This design comes from an exercise in tuning for small area on the open sky130 flow, not from production work.
In this exercise RTL edits were held to simulation tests only and were not proved equivalent to the original.
Power and IR drop assume default switching activity.

## flow/config.mk

```make
export PLATFORM = sky130hd
export DESIGN_NAME = arena_top
export DESIGN_NICKNAME = arena_top
export VERILOG_FILES = /design/flow/design.v
export SDC_FILE = /design/flow/constraint.sdc
export NUM_CORES = 4
export LEC_CHECK = 0
export CAP_MARGIN = 20
export CORE_MARGIN = 2
export CORE_UTILIZATION = 40
export SLEW_MARGIN = 20
```

## flow/constraint.sdc

```tcl
create_clock -name core_clock -period 12.0 [get_ports {clk}]
set_input_delay 2.4000 -clock core_clock [delete_from_list [all_inputs] [get_ports {clk}]]
set_output_delay 2.4000 -clock core_clock [all_outputs]
set_load 0.01 [all_outputs]
```

## flow/design.v

```verilog
module scan_ctrl (
	input  logic        clk,
	input  logic        resetn,
	input  logic        start,
	input  logic [75:0] tanks,
	input  logic [71:0] bullets,
	input  logic [3:0]  tank_destroyed,
	input  logic        game_over,
	input  logic        wall_bit,
	input  logic [7:0]  tank_target,
	input  logic [7:0]  bullet_target,
	input  logic        tank_blocked,
	input  logic        bullet_offgrid,
	input  logic        bullet_at_edge,
	input  logic        hit_any,
	output logic [1:0]  sel_tank,
	output logic [1:0]  sel_bullet,
	output logic [7:0]  store_addr,
	output logic        store_we,
	output logic        store_load,
	output logic        tank_check,
	output logic        bullet_check,
	output logic [3:0]  tank_grant,
	output logic [1:0]  grant_dir,
	output logic [3:0]  bullet_done,
	output logic        wall_hit,
	output logic [7:0]  wall_addr
);
	localparam logic [3:0] S_IDLE   = 4'd0;
	localparam logic [3:0] S_LOAD   = 4'd1;
	localparam logic [3:0] S_TADDR  = 4'd2;
	localparam logic [3:0] S_TCHECK = 4'd3;
	localparam logic [3:0] S_BADDR  = 4'd4;
	localparam logic [3:0] S_BCHECK = 4'd5;
	localparam logic [3:0] S_ERASE  = 4'd6;
	localparam logic [3:0] S_DONE   = 4'd7;
	localparam logic [3:0] S_STOP   = 4'd8;
	logic [3:0]  state;
	logic [3:0]  next_state;
	logic [3:0]  after_slot;
	logic [1:0]  slot;
	logic [1:0]  next_slot;
	logic [7:0]  load_cnt;
	logic [7:0]  erase_addr;
	logic [1:0]  dir_q;
	logic        blocked_q;
	logic        tank_skip;
	logic [18:0] cur_tank;
	logic [17:0] cur_bullet;
	assign cur_tank = tanks[19*slot +: 19];
	assign cur_bullet = bullets[18*slot +: 18];
	assign tank_skip = !cur_tank[3] || cur_tank[0] || tank_destroyed[slot];
	always_comb begin
		next_state = state;
		next_slot = slot;
		after_slot = (slot == 2'd3) ? ((state == S_TADDR || state == S_TCHECK) ? S_BADDR
			: S_TADDR) : ((state == S_TADDR || state == S_TCHECK) ? S_TADDR : S_BADDR);
		case (state)
			S_IDLE: next_state = start ? S_LOAD : S_IDLE;
			S_LOAD: next_state = (load_cnt == 8'hff) ? S_TADDR : S_LOAD;
			S_TADDR: begin
				next_state = tank_skip ? after_slot : S_TCHECK;
				next_slot = tank_skip ? slot + 2'd1 : slot;
			end
			S_BADDR: begin
				if (!cur_bullet[2]) begin
					next_state = after_slot;
					next_slot = slot + 2'd1;
				end else if (tank_destroyed[slot]) begin
					next_state = S_DONE;  
				end else begin
					next_state = S_BCHECK;
				end
			end
			S_BCHECK: begin
				if (wall_bit && !bullet_offgrid) begin
					next_state = S_ERASE;
				end else if (hit_any || bullet_at_edge) begin
					next_state = S_DONE;
				end else begin
					next_state = after_slot;
					next_slot = slot + 2'd1;
				end
			end
			S_ERASE: next_state = S_DONE;
			S_TCHECK, S_DONE: begin
				next_state = after_slot;
				next_slot = slot + 2'd1;
			end
			S_STOP: next_state = S_STOP;
			default: next_state = S_IDLE;
		endcase
		if (game_over)
			next_state = S_STOP;
	end
	always_ff @(posedge clk) begin
		if (!resetn) begin
			state <= S_IDLE;
			slot <= '0;
			load_cnt <= '0;
		end else begin
			state <= next_state;
			slot <= next_slot;
			load_cnt <= (state == S_LOAD) ? load_cnt + 8'd1 : 8'd0;
		end
	end
	always_ff @(posedge clk) begin
		if (state == S_TADDR) begin
			dir_q <= cur_tank[2:1];
			blocked_q <= tank_blocked;
		end
		if (state == S_BADDR)
			erase_addr <= bullet_target;
	end
	always_comb begin
		case (state)
			S_LOAD: store_addr = load_cnt;
			S_BADDR, S_BCHECK: store_addr = bullet_target;
			S_ERASE: store_addr = erase_addr;
			default: store_addr = tank_target;
		endcase
	end
	assign store_we = (state == S_LOAD) || (state == S_ERASE);
	assign store_load = (state == S_LOAD);
	assign tank_check = (state == S_TCHECK);
	assign bullet_check = (state == S_BCHECK);
	assign sel_tank = slot;
	assign sel_bullet = slot;
	assign grant_dir = dir_q;
	assign wall_addr = erase_addr;
	assign wall_hit = (state == S_ERASE) && !game_over;
	always_comb begin
		tank_grant = '0;
		bullet_done = '0;
		tank_grant[slot] = tank_check && !blocked_q && !wall_bit && !game_over;
		bullet_done[slot] = (state == S_DONE) && !game_over;
	end
endmodule
module wall_map (
	input  logic       clk,
	input  logic [1:0] map_sel,
	input  logic [7:0] addr,
	input  logic       we,
	input  logic       load,
	output logic       q
);
	logic       mem [256];
	logic [3:0] col;
	logic [3:0] row;
	logic       in_arena;
	logic       pattern;
	assign col = addr[7:4];
	assign row = addr[3:0];
	assign in_arena = (col <= 4'd12) && (row <= 4'd12);
	always_comb begin
		case (map_sel)
			2'd1: pattern = col[0] && row[0];  
			2'd2: pattern = (col == 4'd6);
			2'd3: pattern = (col == row);
			default: pattern = 1'b0;
		endcase
	end
	always_ff @(posedge clk) begin
		if (we)
			mem[addr] <= load ? (pattern && in_arena) : 1'b0;
		q <= mem[addr];
	end
endmodule
module tile_locator (
	input  logic [75:0] tanks,
	input  logic [71:0] bullets,
	input  logic [1:0]  sel_tank,
	input  logic [1:0]  sel_bullet,
	output logic [7:0]  tank_target,
	output logic        tank_blocked,
	output logic [7:0]  bullet_target,
	output logic        bullet_offgrid,
	output logic        bullet_at_edge,
	output logic [7:0]  tip_x,
	output logic [6:0]  tip_y,
	output logic [1:0]  shooter
);
	localparam logic [7:0] ARENA_X0    = 8'd21;
	localparam logic [6:0] ARENA_Y0    = 7'd1;
	localparam logic [7:0] ARENA_X_MAX = 8'd129;
	localparam logic [6:0] ARENA_Y_MAX = 7'd109;
	localparam logic [7:0] PITCH       = 8'd9;
	localparam logic [7:0] TILE_LAST   = 8'd12;
	logic [18:0] tk;
	logic [17:0] bl;
	logic [7:0]  tk_x;
	logic [6:0]  tk_y;
	logic [1:0]  tk_dir;
	logic [7:0]  bl_x;
	logic [6:0]  bl_y;
	logic [1:0]  bl_dir;
	logic [7:0]  tk_dx;
	logic [7:0]  tk_dy;
	logic [7:0]  bl_dx;
	logic [7:0]  bl_dy;
	logic [7:0]  tk_qx;
	logic [7:0]  tk_qy;
	logic [7:0]  bl_qx;
	logic [7:0]  bl_qy;
	logic        tk_on_x;
	logic        tk_on_y;
	logic        bl_on_x;
	logic        bl_on_y;
	logic [3:0]  tk_col;
	logic [3:0]  tk_row;
	logic [3:0]  bl_col;
	logic [3:0]  bl_row;
	logic        tk_edge;
	assign tk = tanks[19*sel_tank +: 19];
	assign bl = bullets[18*sel_bullet +: 18];
	assign tk_x = tk[18:11];
	assign tk_y = tk[10:4];
	assign tk_dir = tk[2:1];
	assign bl_x = bl[17:10];
	assign bl_y = bl[9:3];
	assign bl_dir = bl[1:0];
	assign tk_dx = tk_x - ARENA_X0;
	assign tk_dy = {1'b0, 7'(tk_y - ARENA_Y0)};
	assign bl_dx = bl_x - ARENA_X0;
	assign bl_dy = {1'b0, 7'(bl_y - ARENA_Y0)};
	assign tk_qx = tk_dx / PITCH;
	assign tk_qy = tk_dy / PITCH;
	assign bl_qx = bl_dx / PITCH;
	assign bl_qy = bl_dy / PITCH;
	assign tk_on_x = (tk_dx % PITCH == 8'd0) && (tk_qx <= TILE_LAST);
	assign tk_on_y = (tk_dy % PITCH == 8'd0) && (tk_qy <= TILE_LAST);
	assign bl_on_x = (bl_dx % PITCH == 8'd0) && (bl_qx <= TILE_LAST);
	assign bl_on_y = (bl_dy % PITCH == 8'd0) && (bl_qy <= TILE_LAST);
	assign tk_col = tk_qx[3:0];
	assign tk_row = tk_qy[3:0];
	assign bl_col = bl_qx[3:0];
	assign bl_row = bl_qy[3:0];
	always_comb begin
		case (tk_dir)
			2'd0: tank_target = {tk_col, 4'(tk_row - 4'd1)};
			2'd1: tank_target = {tk_col, 4'(tk_row + 4'd1)};
			2'd2: tank_target = {4'(tk_col - 4'd1), tk_row};
			default: tank_target = {4'(tk_col + 4'd1), tk_row};
		endcase
		case (bl_dir)
			2'd0: bullet_target = {bl_col, 4'(bl_row - 4'd1)};
			2'd1: bullet_target = {bl_col, 4'(bl_row + 4'd1)};
			2'd2: bullet_target = {4'(bl_col - 4'd1), bl_row};
			default: bullet_target = {4'(bl_col + 4'd1), bl_row};
		endcase
		case (tk_dir)
			2'd0: tk_edge = (tk_y == ARENA_Y0);
			2'd1: tk_edge = (tk_y == ARENA_Y_MAX);
			2'd2: tk_edge = (tk_x == ARENA_X0);
			default: tk_edge = (tk_x == ARENA_X_MAX);
		endcase
		case (bl_dir)
			2'd0: bullet_at_edge = (bl_y == ARENA_Y0);
			2'd1: bullet_at_edge = (bl_y == ARENA_Y_MAX);
			2'd2: bullet_at_edge = (bl_x == ARENA_X0);
			default: bullet_at_edge = (bl_x == ARENA_X_MAX);
		endcase
	end
	assign tank_blocked = !(tk_on_x && tk_on_y) || tk_edge;
	assign bullet_offgrid = !(bl_on_x && bl_on_y);
	assign shooter = sel_bullet;
	always_comb begin
		tip_x = bl_x;
		tip_y = bl_y;
		case (bl_dir)
			2'd0: tip_x = bl_x + 8'd4;
			2'd1: begin
				tip_x = bl_x + 8'd4;
				tip_y = bl_y + 7'd8;
			end
			2'd2: tip_y = bl_y + 7'd4;
			default: begin
				tip_x = bl_x + 8'd8;
				tip_y = bl_y + 7'd4;
			end
		endcase
	end
endmodule
module hit_detect (
	input  logic [75:0] tanks,
	input  logic [3:0]  tank_destroyed,
	input  logic [7:0]  tip_x,
	input  logic [6:0]  tip_y,
	input  logic [1:0]  shooter,
	output logic [3:0]  hit,
	output logic        hit_any
);
	localparam logic [8:0] REACH_X = 9'd8;
	localparam logic [7:0] REACH_Y = 8'd8;
	always_comb begin
		for (int j = 0; j < 4; j++) begin
			hit[j] = (2'(j) != shooter) && !tank_destroyed[j]
				&& (tanks[19*j+11 +: 8] <= tip_x)
				&& (({1'b0, tanks[19*j+11 +: 8]} + REACH_X) >= {1'b0, tip_x})
				&& (tanks[19*j+4 +: 7] <= tip_y)
				&& (({1'b0, tanks[19*j+4 +: 7]} + REACH_Y) >= {1'b0, tip_y});
		end
	end
	assign hit_any = |hit;
endmodule
module tank_status #(
	parameter int WIN_SCORE     = 4,
	parameter int REVIVE_CYCLES = 250
) (
	input  logic        clk,
	input  logic        resetn,
	input  logic        tank_check,
	input  logic        bullet_check,
	input  logic [1:0]  sel_tank,
	input  logic [1:0]  grant_dir,
	input  logic [1:0]  shooter,
	input  logic [3:0]  hit,
	output logic [3:0]  tank_destroyed,
	output logic [7:0]  tank_facing,
	output logic [15:0] scores,
	output logic [2:0]  winner,
	output logic        game_over
);
	localparam int CNT_W = $clog2(REVIVE_CYCLES + 1);
	logic [CNT_W-1:0] revive_cnt [4];
	always_ff @(posedge clk) begin
		if (!resetn) begin
			tank_destroyed <= '0;
			for (int j = 0; j < 4; j++)
				revive_cnt[j] <= '0;
		end else begin
			for (int j = 0; j < 4; j++) begin
				if (bullet_check && hit[j]) begin
					tank_destroyed[j] <= 1'b1;
					revive_cnt[j] <= '0;
				end else if (tank_destroyed[j]) begin
					if (revive_cnt[j] == CNT_W'(REVIVE_CYCLES - 1))
						tank_destroyed[j] <= 1'b0;  
					revive_cnt[j] <= revive_cnt[j] + CNT_W'(1);
				end
			end
		end
	end
	always_ff @(posedge clk) begin
		if (!resetn) begin
			tank_facing <= '0;
			scores <= '0;
		end else begin
			if (tank_check)
				tank_facing[2*sel_tank +: 2] <= grant_dir;
			if (bullet_check && |hit)
				scores[4*shooter +: 4] <= scores[4*shooter +: 4] + 4'd1;  
		end
	end
	always_ff @(posedge clk) begin
		if (!resetn) begin
			winner <= '0;
		end else if (!winner[2]) begin
			for (int j = 3; j >= 0; j--) begin
				if (scores[4*j +: 4] == 4'(WIN_SCORE))
					winner <= {1'b1, 2'(j)};
			end
		end
	end
	assign game_over = winner[2];
endmodule
module arena_top (
	input  logic        clk,
	input  logic        resetn,
	input  logic        start,
	input  logic [1:0]  map_sel,
	input  logic [75:0] tanks,    
	input  logic [71:0] bullets,  
	output logic [3:0]  tank_grant,
	output logic [1:0]  grant_dir,
	output logic [7:0]  tank_facing,  
	output logic [3:0]  bullet_done,
	output logic        wall_hit,
	output logic [7:0]  wall_addr,
	output logic [3:0]  tank_destroyed,
	output logic [15:0] scores,       
	output logic [2:0]  winner
);
	localparam int WIN_SCORE     = 4;
	localparam int REVIVE_CYCLES = 250;
	logic [1:0] sel_tank;
	logic [1:0] sel_bullet;
	logic [1:0] shooter;
	logic [7:0] store_addr;
	logic [7:0] tank_target;
	logic [7:0] bullet_target;
	logic       store_we;
	logic       store_load;
	logic       wall_bit;
	logic       tank_check;
	logic       bullet_check;
	logic       tank_blocked;
	logic       bullet_offgrid;
	logic       bullet_at_edge;
	logic       hit_any;
	logic       game_over;
	logic [3:0] hit;
	logic [7:0] tip_x;
	logic [6:0] tip_y;
	scan_ctrl u_scan_ctrl (
		.clk(clk), .resetn(resetn), .start(start), .tanks(tanks), .bullets(bullets),
		.tank_destroyed(tank_destroyed), .game_over(game_over), .wall_bit(wall_bit),
		.tank_target(tank_target), .bullet_target(bullet_target),
		.tank_blocked(tank_blocked), .bullet_offgrid(bullet_offgrid),
		.bullet_at_edge(bullet_at_edge), .hit_any(hit_any),
		.sel_tank(sel_tank), .sel_bullet(sel_bullet), .store_addr(store_addr),
		.store_we(store_we), .store_load(store_load), .tank_check(tank_check),
		.bullet_check(bullet_check), .tank_grant(tank_grant), .grant_dir(grant_dir),
		.bullet_done(bullet_done), .wall_hit(wall_hit), .wall_addr(wall_addr)
	);
	wall_map u_wall_map (
		.clk(clk), .map_sel(map_sel), .addr(store_addr), .we(store_we),
		.load(store_load), .q(wall_bit)
	);
	tile_locator u_tile_locator (
		.tanks(tanks), .bullets(bullets), .sel_tank(sel_tank), .sel_bullet(sel_bullet),
		.tank_target(tank_target), .tank_blocked(tank_blocked),
		.bullet_target(bullet_target), .bullet_offgrid(bullet_offgrid),
		.bullet_at_edge(bullet_at_edge), .tip_x(tip_x), .tip_y(tip_y), .shooter(shooter)
	);
	hit_detect u_hit_detect (
		.tanks(tanks), .tank_destroyed(tank_destroyed), .tip_x(tip_x), .tip_y(tip_y),
		.shooter(shooter), .hit(hit), .hit_any(hit_any)
	);
	tank_status #(
		.WIN_SCORE(WIN_SCORE),
		.REVIVE_CYCLES(REVIVE_CYCLES)
	) u_tank_status (
		.clk(clk), .resetn(resetn), .tank_check(tank_check), .bullet_check(bullet_check),
		.sel_tank(sel_tank), .grant_dir(grant_dir), .shooter(shooter), .hit(hit),
		.tank_destroyed(tank_destroyed), .tank_facing(tank_facing), .scores(scores),
		.winner(winner), .game_over(game_over)
	);
endmodule
```

## flow/run.sh

```bash
#!/bin/bash
# synth_recipe.tcl (not shown) runs the flow's synth.tcl, then flattens the netlist and writes it again
# the make line also repeats each setting of config.mk as NAME=value (left out here)
make -C /OpenROAD-flow-scripts/flow DESIGN_CONFIG=/design/flow/config.mk WORK_HOME=/design/flow/orfs CLKGATE_MAP_FILE= SYNTH_SCRIPT=/design/flow/synth_recipe.tcl finish
```

==> summary.txt <==
- Status: finished clean
- Area of the multi-input gates: 15,100 um2
- Placer Congestion: 0.925
- Synthesis-to-finish area growth: 17.6%
- Top post-synthesis cells by area: edfxtp_1 32%, ha_1 8.7%, nor2_1 7.3%
- # rows: 92
- Worst Hold Class: reg -> reg
- WP data required: 12.43 ns
- TritonCTS clock tree: yes
- Post-Layout Cell Count: 3,663
- FILL cells: 5,948
- Pleak: 10.7 nW
- Post-synthesis sequential area ratio: 37.9%
- Slew headroom: 29.8%
- First-pass GRT wire length: 122,000 um
- Routed wire per std cell: 21.4 um
- Vias in the first global route: 21,100
- Die width: 255 um
- Setup TNS: 0 ns
- Dpl hpwl: 58,100 um
- Commonest non-fill, non-tap cell in the layout: nor2_1
- Synthesis-stage register bit count: 345
- Clock skew: 0.0184 ns
- Initial antenna violation count: 3
- Clock slew at reported path FFs: 0.07 ns
- Largest fanout on the critical path: 26
- Via/cell ratio: 5.85
- Post-synth EDFFs: 267
- H-tree depth: 2
- Initial DRC count: 1,835
- Part of the cycle the worst path needs: 93.6%
- Initial Util: 40.2%
- Crit path DAT: 11.66 ns
- IO Port Bufs: 202
- I/O pin total: 203
- CP max stage cell: mux4_2
- Synth top area share: 31.7%
- Final Hold Fails: 0
- Inst Count DP: 3,598
- Max-cap viol count: 0
- # setup viols final: 0
- RSZ-0062 raised after global routing: yes
- Clk buf depth: 3
- Setup bufs post-CTS: 0
- Post-Layout Inst Area: 29,700 um2
- Placeable core region: 62,900 um2
- DIE AREA: 65,300 um2
- ANT nets after route: 0
- Layout cells sized above 1: 11.0%
- # nets final: 3,122
- Total track usage: 23.4%
- Drt drc: 0
- Root buffer cell: clkbuf_16
- Worst Setup End Kind: register
- Cell Area, Synth: 25,300 um2
- Kind of critical path: in -> reg
- Dpl ws: 0.295 ns
- Post-synth top area cell: edfxtp_1
- Unique masters post-synth: 106
- Main flop type after synthesis: edfxtp_1
- Total power: 4.01 mW
- Worst Tran Pin Value: 1.05 ns
- Clock sink count: 345
- CP max stage delay: 0.66 ns
- Die H: 255 um
- Worst skew pair latency: 0.53 ns
- Fin util: 47.3%
- Syn. warnings: 6
- Min Tclk post-route: 11.23 ns
- Resized cells post-CTS: 0
- DR pass1 iterations: 5
- Power per cell area: 135 nW/um2
- WL final: 78,500 um
- Synth async-reset ratio: 0%
- Seq. cell area: 9580 um2
- Max Slew Vio Count: 0
- DP Area: 28,600 um2
- Hold Slack: 0.490 ns
- Worst Setup Slack, final: 0.767 ns
- Maximum VDD drop: 0.122 mV
- Pin count of the biggest net entering global routing: 151
- Most frequent cells in the layout: 489 x nor2_1, 267 x edfxtp_1, 202 x clkdlybuf4s50_1, 168 x nand2_1, 167 x ha_1
- Avg Synthesized Cell Area: 9.63 um2
- Post-Syn Instances: 2,626
- Grt total ovfl: 0
- Peak Freq: 89.0 MHz
- Via count: 21,400
- TritonCTS Buffers: 36
- Net Count, Synth: 2,958
- Worst Setup Start Kind: primary input
==> flip-flops by register name, summed over array words and instances, names as in the netlist <==
name and cells:
u_scan_ctrl.blocked_q 1, u_scan_ctrl.dir_q 2, u_scan_ctrl.erase_addr 8, u_scan_ctrl.load_cnt 8, u_scan_ctrl.slot 2, u_scan_ctrl.state 4
u_tank_status.revive_cnt 32, u_tank_status.scores 16, u_tank_status.tank_destroyed 4, u_tank_status.tank_facing 8, u_tank_status.winner 3, u_wall_map.mem 256
u_wall_map.q 1
==> cell type report <==
cell class / count / area share (%)
antenna: 1 / 0.00841
clock buffer: 40 / 3.15
clock inverter: 24 / 0.723
inverter: 86 / 1.11
multi-input combinational: 2058 / 50.7
sequential: 345 / 32.2
tap: 846 / 3.56
timing repair buffer: 263 / 8.55
==> per-layer routing <==
metal / global-route usage [%] / share of wire [%] / wire, um / vias up
met3: 2.32 / 5.1 / 4030 / 119
met2: 39.1 / 47 / 37100 / 665
li1: - / - / - / 10100
met1: 32.1 / 45 / 35200 / 10600
met4: 6.87 / 2.7 / 2150 / 4
met5: 0 / 0.038 / 30 / -
==> path summary, 6_finish.rpt <==
kind	slack, ns	cells past startpoint	to	startpoint
hold / removal	0.49	1	u_scan_ctrl.load_cnt[0]$_SDFF_PN0_	u_scan_ctrl.load_cnt[0]$_SDFF_PN0_
setup / recovery	0.77	35	u_wall_map.q$_DFF_P_	bullets[21]
setup reg to reg	1.84	35	u_wall_map.q$_DFF_P_	u_scan_ctrl.slot[0]$_SDFFE_PN0P_
hold reg to reg	0.49	1	u_scan_ctrl.load_cnt[0]$_SDFF_PN0_	u_scan_ctrl.load_cnt[0]$_SDFF_PN0_
==> worst max-delay path, delay by kind of cell <==
family,cells,cell delay (ns)
buf+inv,4,0.94
mux,2,1.02
simple gates,11,2.02
compound gates,11,3.15
xor+xnor,2,0.63
fa+ha+maj,5,1.46
==> Yosys cell counts (44+ instances only) <==
library cell and count:
nand3_1 69, nor2_1 490, o21ai_0 79, nand2_1 169
clkbuf_1 79, mux2i_1 118, a21oi_1 127, inv_1 82
mux4_2 59, xnor2_1 84, edfxtp_1 267, ha_1 175
xor2_1 45, a211oi_1 44, dfxtp_1 78
==> report_power, final <==
| group | total [mW] | internal (mW) | switching, mW |
|---|---|---|---|
| combinational | 1.59 | 0.648 | 0.946 |
| clock | 1.10 | 0.632 | 0.470 |
| sequential | 1.32 | 1.31 | 0.00790 |
==> logic make-up after synthesis <==
kind of cell / synth area share (%)
xor gates and xnor gates: 4.77
DFF: 37.9
adders and majority gates: 9.09
and+or+nand+nor: 17.9
buffers and inverters: 3.79
muxes: 11.4
AOI/OAI and AO/OA: 15.1
==> repair_timing <==
item | CTS | global route
hold buffers | 0 | 0
hold endpoints to repair | 0 | 0
endpoints found under the setup margin | 0 | 21

port drivers added, routing unchanged:
In the flow no input, the clock included, has a driving cell. The finished layout below was timed again as built, in two steps. Step 1 assumes that a clkbuf_16 drives the clock port and a buf_2 every other input. Step 2 moves the port delays by t, midway between the first and last clock arrival at a register: inputs arrive t later, outputs are due t later. That takes back most of the time a late clock gives input paths. Three values: ideal, step 1, step 2; two values: the first two.
shift t [ns]: 0.577
setup slack, ns: 0.767 / 0.790 / 0.212
worst setup path at the end: input to register
slew at the worst register clock pin (ns): 0.07 / 0.07
cell pins on the clock port's net: 1
After both steps setup and hold are still met in this run. For this run, drivers alone change the setup slack by +0.023 ns; drivers and shift together by -0.555 ns.
